What follows belongs to an exercise in optimizing a design on an open flow for small area, a short achievable clock period and few clock cycles per item; a production flow would make more cautious choices. Only simulation tests tie the RTL to the original design; equivalence was not proved. Power figures rest on the tool's default switching activity, not on a simulated workload.

lagoon:
==> flow/design.v (excerpt) <==
module md5_core(
    input  logic         clk,
    input  logic         reset_n,
    input  logic         start_i,
    input  logic [511:0] msg_i,
    output logic [127:0] digest_o,
    output logic         done_o
);
Settings: LEC_CHECK=0, CAP_MARGIN=20, CORE_MARGIN=2, CORE_UTILIZATION=40, SLEW_MARGIN=20, SYNTH_HIERARCHICAL=1, SYNTH_MINIMUM_KEEP_SIZE=0; clock period 11.0 ns.
standard.sh (not shown) runs the stock make flow with config.mk's settings and CLKGATE_MAP_FILE= SYNTH_SCRIPT=/design/flow/synth_recipe.tcl, a recipe that flattens the netlist after the stock synthesis.
==> flow/flow/run.sh <==
#!/bin/bash
# Standard ORFS layout, with plain buf_1 cells as port buffers, a tighter
# setup-repair target and a clock tree with larger sink clusters and no
# dummy loads; every tool's output is kept in the ORFS logs and in
# standard.log.
set -euo pipefail
export BUFFER_PORTS_ARGS="-buffer_cell sky130_fd_sc_hd__buf_1"
export SETUP_SLACK_MARGIN=6.3
export CTS_ARGS="-sink_clustering_enable -repair_clock_nets -dont_use_dummy_load -sink_clustering_size 16 -sink_clustering_max_diameter 80 -buf_list {sky130_fd_sc_hd__clkbuf_4 sky130_fd_sc_hd__clkbuf_8}"
bash standard.sh > standard.log 2>&1
Testbench counts of lagoon, summed over its fixed seeds: cycles 12,488, items 192.
Here is what was changed in the inputs of raven compared with lagoon.
-- flow/flow/run.sh --
<<< lagoon, line 8
export SETUP_SLACK_MARGIN=6.3
>>> raven, line 8
export SETUP_SLACK_MARGIN=6.5
Findings:
lagoon completed end to end with timing, DRC and antenna clean.
raven | stages: all done | timing, DRC, antenna: all pass
In the final design statistics, raven uses more standard cells in total than lagoon.
Number of antenna violations at the first check in global routing (raven / lagoon): 1.06
| power | raven vs lagoon | worse |
raven ended up with a higher maximum clock rate than lagoon did.
From lagoon to raven the numbers moved as follows: number of filler cells placed in the layout shows a reduction of 84, count of maximum capacitance violations ~0 delta, combinational share of power higher, count of buffers added by post-CTS timing repair for setup moved up.
Input-level comparison between garnet and raven:
-- flow/flow/run.sh --
<<< raven, line 8
export SETUP_SLACK_MARGIN=6.5
>>> garnet, line 8
export SETUP_SLACK_MARGIN=7
==> run summary <==
Between raven and garnet, worst setup slack increased.
The area fraction of clock buffers and clock inverters of garnet and that of raven are within noise of each other.
Going from raven to garnet, non-clock buffer count grew slightly.
u_sched.qseln_o[1] as the timing startpoint of the critical path was reported by garnet, and u_sched.qseln_o[3] by raven.
For via count of the routed design, raven and garnet come out practically identical.
Looking at growth of design area from synthesis to finish across raven and garnet, the one that comes out lower is raven.

========
Setup of run F:
md5_core, a different RTL version from the one above (not shown whole).
Size in the first run: about 800 flip-flops, about 640 I/O pins, roughly 44,000 sq um of cells after synthesis.
// md5_core
module md5_core(
    input  logic         clk,
    input  logic         reset_n,
    input  logic         start_i,
    input  logic [511:0] msg_i,
    output logic [127:0] digest_o,
    output logic         done_o
);
==> flow/config.mk <==
export PLATFORM = sky130hd
export DESIGN_NAME = md5_core
export DESIGN_NICKNAME = md5_core
export VERILOG_FILES = /design/flow/design.v
export SDC_FILE = /design/flow/constraint.sdc
export NUM_CORES = 4
export LEC_CHECK = 0
export CAP_MARGIN = 20
export CORE_MARGIN = 2
export CORE_UTILIZATION = 35
export SLEW_MARGIN = 20
==> flow/constraint.sdc <==
create_clock -name core_clock -period 11.0 [get_ports {clk}]
set_input_delay 2.2000 -clock core_clock [delete_from_list [all_inputs] [get_ports {clk}]]
set_output_delay 2.2000 -clock core_clock [all_outputs]
set_load 0.01 [all_outputs]
==> flow/flow/run.sh <==
#!/bin/bash
# Standard ORFS layout, with plain buf_1 cells as port buffers, a tighter
# setup-repair target and no dummy loads in the clock tree; every tool's
# output is kept in the ORFS logs and in standard.log.
set -euo pipefail
export BUFFER_PORTS_ARGS="-buffer_cell sky130_fd_sc_hd__buf_1"
export SETUP_SLACK_MARGIN=8
export CTS_ARGS="-sink_clustering_enable -repair_clock_nets -dont_use_dummy_load -buf_list {sky130_fd_sc_hd__clkbuf_4 sky130_fd_sc_hd__clkbuf_8}"
bash standard.sh > standard.log 2>&1
Testbench counts of run F, summed over its fixed seeds: cycles 12,488, items 192.
Setup changes, run F to run H
==> flow/flow/run.sh <==
#!/bin/bash
# Standard ORFS layout, with plain buf_1 cells as port buffers and a
# tighter setup-repair target; every tool's output is kept in the ORFS logs
# and in standard.log.
set -euo pipefail
export BUFFER_PORTS_ARGS="-buffer_cell sky130_fd_sc_hd__buf_1"
export SETUP_SLACK_MARGIN=7
bash standard.sh > standard.log 2>&1
--- a/flow/config.mk
+++ b/flow/config.mk
@@ -8,4 +8,5 @@
 export CAP_MARGIN = 20
 export CORE_MARGIN = 2
-export CORE_UTILIZATION = 35
+export CORE_UTILIZATION = 40
+export CTS_BUF_LIST = sky130_fd_sc_hd__clkbuf_4 sky130_fd_sc_hd__clkbuf_8
 export SLEW_MARGIN = 20
==> comparison <==
Compared to run F, run H was floorplanned on a smaller die. Going from run F to run H, total power consumption of the routed design rose by 2.4%, count of antenna diodes in the layout shows an increase of 2. Diff run F -> run H: number of global-route vias before repair saw a decrease; global-route usage picked up an extra 3.4 points; first-pass GRT wire length dropped 4700 microns. When run H is measured against run F, its clock share of power turns out 4.0 points higher. Taking run H over run F, the number of instances resized during post-cts repair ratio works out to 0.48. Of run H and run F, the run reporting the lower initial standard-cell utilization of the core was run F.

========
md5_core, a different RTL version from the one above (not shown whole).
For scale: about 4600 cells after synthesis, about 640 I/O pins, ~45000 um2 of cells after synthesis.
==> flow/design.v (excerpt) <==
module md5_core(
    input  logic         clk,
    input  logic         reset_n,
    input  logic         start_i,
    input  logic [511:0] msg_i,
    output logic [127:0] digest_o,
    output logic         done_o
);
==> flow/config.mk <==
export PLATFORM = sky130hd
export DESIGN_NAME = md5_core
export DESIGN_NICKNAME = md5_core
export VERILOG_FILES = /design/flow/design.v
export SDC_FILE = /design/flow/constraint.sdc
export NUM_CORES = 4
export LEC_CHECK = 0
export CAP_MARGIN = 20
export CORE_MARGIN = 2
export CORE_UTILIZATION = 40
export SLEW_MARGIN = 20
export SYNTH_HIERARCHICAL = 1
export SYNTH_MINIMUM_KEEP_SIZE = 0
==> flow/constraint.sdc <==
create_clock -name core_clock -period 11.0 [get_ports {clk}]
set_input_delay 2.2000 -clock core_clock [delete_from_list [all_inputs] [get_ports {clk}]]
set_output_delay 2.2000 -clock core_clock [all_outputs]
set_load 0.01 [all_outputs]
==> flow/flow/run.sh <==
#!/bin/bash
# Standard ORFS layout, with plain buf_1 cells as port buffers, a tighter
# setup-repair target and a clock tree with larger sink clusters and no
# dummy loads; every tool's output is kept in the ORFS logs and in
# standard.log.
set -euo pipefail
export BUFFER_PORTS_ARGS="-buffer_cell sky130_fd_sc_hd__buf_1"
export SETUP_SLACK_MARGIN=6.2
export CTS_ARGS="-sink_clustering_enable -repair_clock_nets -dont_use_dummy_load -sink_clustering_size 16 -sink_clustering_max_diameter 80 -buf_list {sky130_fd_sc_hd__clkbuf_4 sky130_fd_sc_hd__clkbuf_8}"
bash standard.sh > standard.log 2>&1
Testbench counts at the start, summed over its fixed seeds: cycles 12,488, items 192.
Rerun with:
--- a/flow/flow/run.sh
+++ b/flow/flow/run.sh
@@ -7,3 +7,3 @@
 export BUFFER_PORTS_ARGS="-buffer_cell sky130_fd_sc_hd__buf_1"
-export SETUP_SLACK_MARGIN=6.2
+export SETUP_SLACK_MARGIN=5.6
 export CTS_ARGS="-sink_clustering_enable -repair_clock_nets -dont_use_dummy_load -sink_clustering_size 16 -sink_clustering_max_diameter 80 -buf_list {sky130_fd_sc_hd__clkbuf_4 sky130_fd_sc_hd__clkbuf_8}"
Outcome: Synthesized area stays the same. Cell area came out lower by 3.4%. Via count falls by 1.5%.

[static timing again, ports no longer ideal]
Ports are ideal in the flow. The routed layouts listed here were re-timed in OpenROAD.
Step 1: set_driving_cell puts a clkbuf_16 on clk and a buf_2 on each other input, an assumption about the parent block.
Step 2, shift: input delay + t, output delay - t, t = (earliest + latest rising clock arrival at the registers) / 2. This alone moves slack from input paths to output paths.
Slacks: ideal ports / drivers / drivers and shift; pairs: ideal ports / drivers.
| run | shift t [ns] | setup slack, ns | worst setup path after step 2 | cell pins on the clock port's net |
|---|---|---|---|---|
| lagoon | 0.783 | 6.295 / 6.295 / 6.295 | register to register | 1 |
| raven | 0.785 | 6.328 / 6.328 / 6.328 | register to register | 1 |
| garnet | 0.787 | 6.486 / 6.486 / 6.486 | register to register | 1 |
| run F | 0.915 | 5.893 / 5.893 / 5.893 | register to register | 1 |
| run H | 0.932 | 5.951 / 5.951 / 5.951 | register to register | 1 |
| the first run of note 3 | 0.789 | 6.245 / 6.245 / 6.245 | register to register | 1 |
| the second run of note 3 | 0.804 | 5.680 / 5.680 / 5.680 | register to register | 1 |
After both steps setup and hold are still met in every run listed.
